From an optimization exercise on the open Yosys and OpenROAD flow, aimed at small area, a short achievable clock period and few clock cycles per item; shortcuts taken in it are not production practice. Function was not checked in any run shown here: the RTL went through the layout flow alone.

==> flow/flow/run.sh <==
#!/bin/bash
# Own layout flow: the standard flow (standard synthesis, floorplan, power
# grid, placement, CTS, routing) with two changes to how it is made:
#  - ports are buffered with buf_1 instead of the default buffer choice;
#  - timing repair uses its default moves.
# ORFS writes every tool's full log under orfs/logs/; make's own output goes
# to flow_make.log here.
set -euo pipefail
export BUFFER_PORTS_ARGS="-buffer_cell sky130_fd_sc_hd__buf_1"


bash standard.sh finish > flow_make.log 2>&1
==> flow/config.mk <==
export PLATFORM = sky130hd
export DESIGN_NAME = ascon_perm_engine
export DESIGN_NICKNAME = ascon_perm_engine
export VERILOG_FILES = /design/flow/design.v
export SDC_FILE = /design/flow/constraint.sdc
export NUM_CORES = 4
export LEC_CHECK = 0
export CAP_MARGIN = 20
export CORE_MARGIN = 2
export CORE_UTILIZATION = 40
export SETUP_SLACK_MARGIN = 2.0
export SLEW_MARGIN = 20
==> flow/design.v <==
`default_nettype none
module ascon_perm_engine #(
    parameter int UNROLL  = 1,
    parameter int SLICE_W = 64
) (
    input  logic         clk,
    input  logic         rst,
    input  logic         in_valid_i,
    output logic         in_ready_o,
    input  logic [3:0]   rounds_i,
    input  logic [319:0] state_i,
    output logic         out_valid_o,
    input  logic         out_ready_i,
    output logic [319:0] state_o,
    output logic         busy_o
);
    localparam int W = 64;
    logic [319:0] st_q;        
    logic [3:0]   r_q;         
    logic         busy_q;      
    logic         valid_q;     
    logic         run_q;       
    logic [3:0]   sel_run_q;   
    logic [3:0]   sel_ld_q;    
    function automatic logic [W-1:0] ror(input logic [W-1:0] x, input int n);
        ror = (x >> n) | (x << (W - n));
    endfunction
    function automatic logic [319:0] half_a(input logic [319:0] s, input logic [7:0] c);
        logic [W-1:0] x0, x1, x2, x3, x4;
        logic [W-1:0] t0, t1, t2, t3, t4;
        x0 = s[4*W +: W];
        x1 = s[3*W +: W];
        x2 = s[2*W +: W];
        x3 = s[1*W +: W];
        x4 = s[0*W +: W];
        x2 = x2 ^ {{(W-8){1'b0}}, c};
        x0 = x0 ^ x4;
        x4 = x4 ^ x3;
        x2 = x2 ^ x1;
        t0 = ~x0 & x1;
        t1 = ~x1 & x2;
        t2 = ~x2 & x3;
        t3 = ~x3 & x4;
        t4 = ~x4 & x0;
        x0 = x0 ^ t1;
        x1 = x1 ^ t2;
        x2 = x2 ^ t3;
        x3 = x3 ^ t4;
        x4 = x4 ^ t0;
        x1 = x1 ^ x0;
        x0 = x0 ^ x4;
        x3 = x3 ^ x2;
        x2 = ~x2;
        half_a = {x0, x1, x2, x3, x4};
    endfunction
    function automatic logic [319:0] lin(input logic [319:0] s);
        logic [W-1:0] x0, x1, x2, x3, x4;
        x0 = s[4*W +: W];
        x1 = s[3*W +: W];
        x2 = s[2*W +: W];
        x3 = s[1*W +: W];
        x4 = s[0*W +: W];
        x0 = x0 ^ ror(x0, 19) ^ ror(x0, 28);
        x1 = x1 ^ ror(x1, 61) ^ ror(x1, 39);
        x2 = x2 ^ ror(x2, 1)  ^ ror(x2, 6);
        x3 = x3 ^ ror(x3, 10) ^ ror(x3, 17);
        x4 = x4 ^ ror(x4, 7)  ^ ror(x4, 41);
        lin = {x0, x1, x2, x3, x4};
    endfunction
    logic [319:0] l_q;         
    logic         dlv;         
    logic         acc;         
    logic [3:0]   r0;          
    logic [3:0]   r_d;
    logic [319:0] a_in;
    always_comb begin
        l_q  = lin(st_q);
        dlv  = valid_q & out_ready_i;
        in_ready_o = ~busy_q | dlv;
        acc  = in_valid_i & in_ready_o;
        r0   = ((rounds_i == 4'd0) || (rounds_i > 4'd12)) ? 4'd0 : 4'd12 - rounds_i;
        r_d  = run_q ? r_q + 4'd1 : r0;
        for (int k = 0; k < 4; k++) begin
            a_in[80*k +: 40]      = sel_run_q[k] ? l_q[80*k +: 40] : state_i[80*k +: 40];
            a_in[80*k + 40 +: 40] = sel_ld_q[k] ? state_i[80*k + 40 +: 40] : l_q[80*k + 40 +: 40];
        end
    end
    always_ff @(posedge clk) begin
        if (rst) begin
            busy_q  <= 1'b0;
            valid_q <= 1'b0;
            run_q   <= 1'b0;
        end else if (acc) begin
            busy_q  <= 1'b1;
            valid_q <= (r0 == 4'd11);
            run_q   <= (r0 != 4'd11);
        end else if (dlv) begin
            busy_q  <= 1'b0;
            valid_q <= 1'b0;
        end else if (run_q) begin
            valid_q <= (r_q == 4'd10);
            run_q   <= (r_q != 4'd10);
        end
    end
    always_ff @(posedge clk) begin
        if (rst) begin
            sel_run_q[0] <= 1'b0;
            sel_ld_q[0]  <= 1'b1;
        end else if (acc) begin
            sel_run_q[0] <= (r0 != 4'd11);
            sel_ld_q[0]  <= (r0 == 4'd11);
        end else if (dlv) begin
            sel_run_q[0] <= 1'b0;
            sel_ld_q[0]  <= 1'b1;
        end else if (sel_run_q[0]) begin
            sel_run_q[0] <= (r_q != 4'd10);
            sel_ld_q[0]  <= (r_q == 4'd10);
        end
    end
    always_ff @(posedge clk) begin
        if (rst) begin
            sel_run_q[1] <= 1'b0;
            sel_ld_q[1]  <= 1'b1;
        end else if (~valid_q | out_ready_i) begin
            sel_run_q[1] <= acc ? (r0 != 4'd11) : sel_run_q[1] & (r_q != 4'd10);
            sel_ld_q[1]  <= acc ? (r0 == 4'd11) : sel_ld_q[1] | (r_q == 4'd10);
        end
    end
    always_ff @(posedge clk) begin
        if (rst) begin
            sel_run_q[2] <= 1'b0;
            sel_ld_q[2]  <= 1'b1;
        end else begin
            sel_run_q[2] <= (acc | sel_run_q[2]) & (r_d != 4'd11);
            sel_ld_q[2]  <= ~(acc | ~sel_ld_q[2]) | (r_d == 4'd11);
        end
    end
    always_ff @(posedge clk) begin
        if (rst) begin
            sel_run_q[3] <= 1'b0;
            sel_ld_q[3]  <= 1'b1;
        end else if (~valid_q | out_ready_i) begin
            sel_run_q[3] <= (acc | sel_run_q[3]) & (r_d != 4'd11);
            sel_ld_q[3]  <= ~(acc | ~sel_ld_q[3]) | (r_d == 4'd11);
        end
    end
    always_ff @(posedge clk) begin
        if (~valid_q | out_ready_i) begin
            st_q <= half_a(a_in, {~r_d, r_d});
            r_q  <= r_d;
        end
    end
    assign out_valid_o = valid_q;
    assign busy_o      = busy_q;
    assign state_o     = l_q;
endmodule
`default_nettype wire
==> flow/standard.sh <==
#!/bin/bash
# synth_recipe.tcl (not shown) runs the flow's synth.tcl, then flattens the netlist and writes it again
# the make line also repeats each setting of config.mk as NAME=value (left out here)
make -C /OpenROAD-flow-scripts/flow DESIGN_CONFIG=/design/flow/config.mk WORK_HOME=/design/flow/orfs CLKGATE_MAP_FILE= SYNTH_SCRIPT=/design/flow/synth_recipe.tcl "${@:-finish}"
==> flow/constraint.sdc <==
create_clock -name core_clock -period 5.0 [get_ports {clk}]
set_input_delay 1.0000 -clock core_clock [delete_from_list [all_inputs] [get_ports {clk}]]
set_output_delay 1.0000 -clock core_clock [all_outputs]
set_load 0.01 [all_outputs]
==> results_dict.tcl, run 1 <==
set metrics [dict create \
    period_share 0.625 \
    wl_um 137000 \
    drive_gt1_frac 0.174 \
    finalHoldViolCount 0 \
    synthesis.nets 2818 \
    hpwl_um 117000 \
    drc 0 \
    grt_max_degree 83 \
    drtAntennaViolNets 0 \
    die_w_um 272 \
    diodes 0 \
    layout_commonest_cell "xnor2_1" \
    cap_violations 0 \
    rsz0062_at_grt "yes" \
    clock_skew_ns 0.0171 \
    cts-hold-fix-buffers 0 \
    synth_top_family_by_area "XOR/XNOR gates" \
    start_util 0.402 \
    nNetsFinal 3539 \
    clk_pin_slew_ns 0.06 \
    cts.sinks 335 \
    final_cell_mix "xnor2_1, buf_1, edfxtp_1" \
    clockRootBuffer "clkbuf_16" \
    synth_fa_ha_area_frac 0.0801 \
    ys_types 50 \
    ys_ff_latch 335 \
    ys_seq_area_frac 0.347 \
    final-setup-viol-count 0 \
    first_pass_iters 5 \
    grt_pass1_vias 22016 \
    clock_path_buffers 3 \
    synth_edf_count 324 \
    antenna_found_initial 6 \
    slew_viol_final 0 \
    area_growth_pct 22.8 \
    routed_via_density 5.48 \
    nFillCells 6590 \
    r2r_slack_ns 2.11 \
    fp.coreArea_um2 71200 \
    synthFlopType "edfxtp_1" \
    grt_first_pass_wirelength_um 181000 \
    rows 98 \
    netlist_instances 2359 \
    worstMarginPinSlew_ns 0.947 \
    critPathRequiredTime_ns 4.00 \
    synth_xor_xnor_area_share 0.365 \
    cts-buffers-inserted 43 \
    wl_per_cell_um 33.8 \
    crit_fanout 3 \
    grt-ovfl-total 0 \
    synth_area_um2 28700 \
    grtUsageTotal 0.361 \
    clkLatencyLatePin_ns 0.57 \
    criticalPathCategory "flip-flop to output port" \
    worst_ep_arrival_time_ns 2.13 \
    cts_htree_levels 2 \
    max_freq_mhz 320 \
    hp-class "flip-flop to flip-flop" \
    gp_congestion 1.01 \
    synth-simple-area-share 0.0336 \
    portBuffers 650 \
    ys_warn_count 1 \
    synth_compound_area_frac 0.0110 \
    fp.dieH_um 272 \
    dieArea_um2 73800 \
    slew_headroom 0.351 \
    dp_slack_ns 1.48 \
    status "complete, no violations" \
    io_pins 651 \
    tritoncts "built" \
    first_iter_violations 2503 \
    synth_mux_area_frac 0.150 \
    vias 22258 \
    crit_path_end_kind "output port" \
    avgSynthCellArea_um2 12.2 \
    min_period_ns 3.13 \
    start_kind "flip-flop" \
    setup_ws_ns 1.87 \
    synth-async-reset-ratio 0 \
]
kinds of logic (layout without fill, tap and decap cells):
logic type                 Yosys count  after routing
adders and majority gates          195            195
muxes                              364            364
and+or+nand+nor                    181            181
xor gates and xnor gates          1162           1162
AOI/OAI and AO/OA                   46             46
buffers and inverters               76            828
DFF                                335            335
routing by layer:
layer  wire, µm  part of all wire  track usage  vias to the layer above
met5         20           0.00015            0                        -
met4       6990             0.051        0.164                        2
met3      11600             0.084       0.0614                      226
met2      65100              0.47        0.595                     1254
met1      53600              0.39        0.463                    11298
li1           -                 -            -                     9478
cell type report:
| class | instances | area, µm² | area share |
|---|---|---|---|
| inverter | 32 | 124 | 0.00352 |
| clock buffer | 62 | 1230 | 0.0349 |
| sequential | 335 | 9970 | 0.283 |
| tap | 950 | 1190 | 0.0338 |
| timing repair buffer | 720 | 3040 | 0.0865 |
| clock inverter | 14 | 61.3 | 0.00174 |
| multi-input combinational | 1948 | 19600 | 0.556 |
stage by stage:
step	cells	TNS, ns	hold slack, ns	utilization	cell area (µm²)
after floorplan	2359	-462.32	0.539	-	28700
after global placement	3933	0	0.508	0.453	32300
after detailed placement	3933	0	0.513	0.453	32300
after CTS	4035	0	0.528	0.488	34800
after global routing	4061	0	0.573	0.494	35200
final	4061	0	0.520	0.494	35200
Yosys cell counts, types with 2 or more instances:
cell type / count / area share
maj3_1: 51 / 0.018
buf_1: 2 / 0.00026
a31oi_4: 2 / 0.0015
mux2_4: 25 / 0.013
inv_2: 2 / 0.00026
o211a_1: 2 / 0.00070
xnor2_1: 806 / 0.25
mux2i_4: 20 / 0.016
mux2_2: 94 / 0.037
and2b_1: 54 / 0.014
inv_1: 30 / 0.0039
ha_1: 131 / 0.057
clkbuf_1: 5 / 0.00065
xor2_1: 316 / 0.097
nor2_1: 30 / 0.0039
edfxtp_1: 324 / 0.34
mux2i_1: 181 / 0.063
nand2_1: 71 / 0.0093
xor2_2: 27 / 0.015
nor3_1: 3 / 0.00052
buf_6: 2 / 0.00079
clkbuf_4: 4 / 0.0010
dfxtp_1: 11 / 0.0077
maj3_2: 13 / 0.0051
o21ai_0: 3 / 0.00052
buf_4: 5 / 0.0013
buf_2: 26 / 0.0045
a21oi_1: 29 / 0.0051
nor2b_1: 13 / 0.0028
nand2b_1: 2 / 0.00044
mux2i_2: 44 / 0.021
xnor2_2: 13 / 0.0074
worst paths after layout:
check	start	end	cells past startpoint
setup / recovery	st_q[200]$_DFFE_PP_	state_o[225]	3
hold / removal	busy_q$_SDFFE_PP0P_	busy_q$_SDFFE_PP0P_	2
setup reg to reg	st_q[200]$_DFFE_PP_	st_q[97]$_DFFE_PP_	6
hold reg to reg	busy_q$_SDFFE_PP0P_	busy_q$_SDFFE_PP0P_	2
critical path, cell delays in order (launching register included):
cell and delay, ns:
edfxtp_1 0.57, xnor2_1 0.22, xnor2_1 0.53, buf_1 0.22
registers in the layout (all words and copies together) (netlist names):
name / flops
busy_q: 1
sel_ld_q: 4
sel_run_q: 4
r_q: 4
run_q: 1
valid_q: 1
st_q: 320
repair_timing:
| item | CTS | global route |
|---|---|---|
| resized for setup | 133 | 32 |
| endpoints found under the setup margin | 125 | 50 |
| pin swaps | 10 | 7 |
| setup buffers | 26 | 26 |
==> inputs of run 2 (changes only) <==
==> flow/flow/run.sh (replaced) <==
#!/bin/bash
# Own layout flow: the standard flow (standard synthesis, floorplan, power
# grid, placement, CTS, routing) with two changes to how it is made:
#  - ports are buffered with buf_1 instead of the default buffer choice;
#  - timing repair only resizes and swaps pins (no buffer trees or cloning).
# ORFS writes every tool's full log under orfs/logs/; make's own output goes
# to flow_make.log here.
set -euo pipefail
export BUFFER_PORTS_ARGS="-buffer_cell sky130_fd_sc_hd__buf_1"
export SETUP_MOVE_SEQUENCE="sizeup,swap"
export SKIP_GATE_CLONING=1
bash standard.sh finish > flow_make.log 2>&1
==> results_dict.tcl, run 2 <==
set metrics [dict create \
    finalHoldViolCount 0 \
    ys_ff_latch 335 \
    gp_congestion 1.01 \
    cts-buffers-inserted 43 \
    max_freq_mhz 323 \
    clock_skew_ns 0.0170 \
    first_pass_iters 5 \
    avgSynthCellArea_um2 12.2 \
    portBuffers 650 \
    grt-ovfl-total 0 \
    nFillCells 6572 \
    hpwl_um 117000 \
    synth_edf_count 324 \
    clk_pin_slew_ns 0.06 \
    drive_gt1_frac 0.176 \
    drc 0 \
    first_iter_violations 2397 \
    area_growth_pct 22.8 \
    crit_fanout 3 \
    clockRootBuffer "clkbuf_16" \
    holdWs_ns 0.521 \
    slew_headroom 0.353 \
    worst_ep_arrival_time_ns 2.09 \
    die_w_um 272 \
    cts-hold-fix-buffers 0 \
    routed_via_density 5.50 \
    multi_input_area_um2 20000 \
    rsz0062_at_grt "yes" \
    vias 22046 \
    worstMarginPinSlew_ns 0.944 \
    grt_pass1_vias 21935 \
    slew_viol_final 0 \
    tns_ns 0 \
    yosysMostFrequentCell "xnor2_1" \
    ys_warn_count 1 \
    clkLatencyLatePin_ns 0.58 \
    synth_common_cells "xnor2_1, edfxtp_1, xor2_1" \
    synth_area_um2 28700 \
    ys_seq_area_frac 0.347 \
    diodes 0 \
    tritoncts "built" \
    criticalPathCategory "flip-flop to output port" \
    synthFlopType "edfxtp_1" \
    dr_wl_met2_um 65000 \
    cts_htree_levels 2 \
    grtUsageTotal 0.361 \
    cap_violations 0 \
    top_layer "met5" \
    status "complete, no violations" \
    grt_first_pass_wirelength_um 181000 \
    clock_path_buffers 3 \
    final-setup-viol-count 0 \
    rows 98 \
    start_util 0.402 \
    hp-class "flip-flop to flip-flop" \
    final_cell_mix "buf_1, xnor2_1, edfxtp_1" \
    ys_types 50 \
    yosysTopAreaCell "edfxtp_1" \
    seqCellArea_um2 9970 \
    netlist_instances 2359 \
    layout_commonest_cell "buf_1" \
    nNetsFinal 3487 \
    synth_top_area_share 0.339 \
    start_kind "flip-flop" \
    dieArea_um2 73800 \
    io_pins 651 \
    wl_um 137000 \
    synthesis.nets 2818 \
    met3_wirelength_um 11800 \
    synth-async-reset-ratio 0 \
    fp.dieH_um 272 \
    antenna_found_initial 7 \
    crit_path_end_kind "output port" \
    grt_max_degree 83 \
    cts_setup_buffers 0 \
    largest_reg_flops 320 \
    wl_per_cell_um 34.2 \
    synth_area_leaders "edfxtp_1, xnor2_1, xor2_1" \
    period_share 0.619 \
    post-route-util 0.494 \
    met1_length_um 53200 \
    min_period_ns 3.09 \
    cts.sinks 335 \
    drtAntennaViolNets 0 \
    fp.coreArea_um2 71200 \
    critPathRequiredTime_ns 4.00 \
    top_register "st_q" \
]
-- run 2: cell counts after synthesis --
Identical to the previous run, type by type.
-- run 2: timing repair --
item                                    4_1_cts  5_1_grt
endpoints found under the setup margin      125       68
resized for setup                           165       77
pin swaps                                    15       24
-- run 2: final timing paths --
| check | from | to | slack [ns] | cells past startpoint |
|---|---|---|---|---|
| max | st_q[229]$_DFFE_PP_ | state_o[254] | 1.91 | 3 |
| min | busy_q$_SDFFE_PP0P_ | busy_q$_SDFFE_PP0P_ | 0.52 | 2 |
| max reg2reg | sel_run_q[1]$_SDFFE_PP0P_ | st_q[19]$_DFFE_PP_ | 2.12 | 4 |
| min reg2reg | busy_q$_SDFFE_PP0P_ | busy_q$_SDFFE_PP0P_ | 0.52 | 2 |
-- run 2: metrics by stage --
stage / area [µm²] / setup WS, ns / std cells
2_1_floorplan: 28700 / -1.42 / 2359
3_3_place_gp: 32300 / 1.52 / 3933
3_5_place_dp: 32300 / 1.48 / 3933
4_1_cts: 34800 / 1.89 / 4009
5_1_grt: 35200 / 1.92 / 4009
6_report: 35200 / 1.91 / 4009
-- run 2: logic make-up after synthesis --
family	after synthesis	share of synthesized area
buffers and inverters	76	0.0128
adders and majority gates	195	0.0801
xor gates and xnor gates	1162	0.365
AOI/OAI and AO/OA	46	0.0110
and+or+nand+nor	181	0.0336
muxes	364	0.150
DFF	335	0.347
-- run 2: routing by layer --
| layer | global-route usage | up-vias |
|---|---|---|
| met5 | 0 | - |
| met4 | 0.163 | 4 |
| met3 | 0.0685 | 229 |
| met2 | 0.597 | 1235 |
| met1 | 0.458 | 11197 |
| li1 | - | 9381 |
-- run 2: cell type report --
type,count,area share
clock buffers,62,0.0349
flip-flops and latches,335,0.283
repair buffers,668,0.0760
clock inverters,14,0.00174
well taps,950,0.0338
multi-input cells,1948,0.567
inverters,32,0.00352
-- run 2: critical path, stage by stage (launching register included) --
cell      delay (ns)
edfxtp_1        0.68
xnor2_2         0.26
xnor2_2         0.37
buf_2           0.21

-- port drivers added, routing unchanged --
No port has a modelled driver above. Below, the same layouts with a new extraction and two added sets of constraints. Step 1 assumes that a clkbuf_16 drives the clock port and a buf_2 every other input. Step 2 adds t to the input delays and takes it off the output delays; t is the mean of the earliest and latest rising clock arrival at the registers after step 1. Input paths then give back, and output paths get back, about the clock's delay inside the block. Three values: ideal ports, drivers, drivers and shift; two values: the first two.
run	t (ns)	setup WS [ns]	hold slack, ns	worst setup path after step 2
run 1	0.637	1.874 / 1.802 / 1.647	0.520 / 0.520 / 0.520	input to register
run 2	0.638	1.906 / 1.834 / 1.671	0.521 / 0.521 / 0.521	input to register
After both steps every run listed still meets setup and hold. For run 2, which loses most, drivers alone change the setup slack by -0.072 ns; drivers and shift together by -0.235 ns.
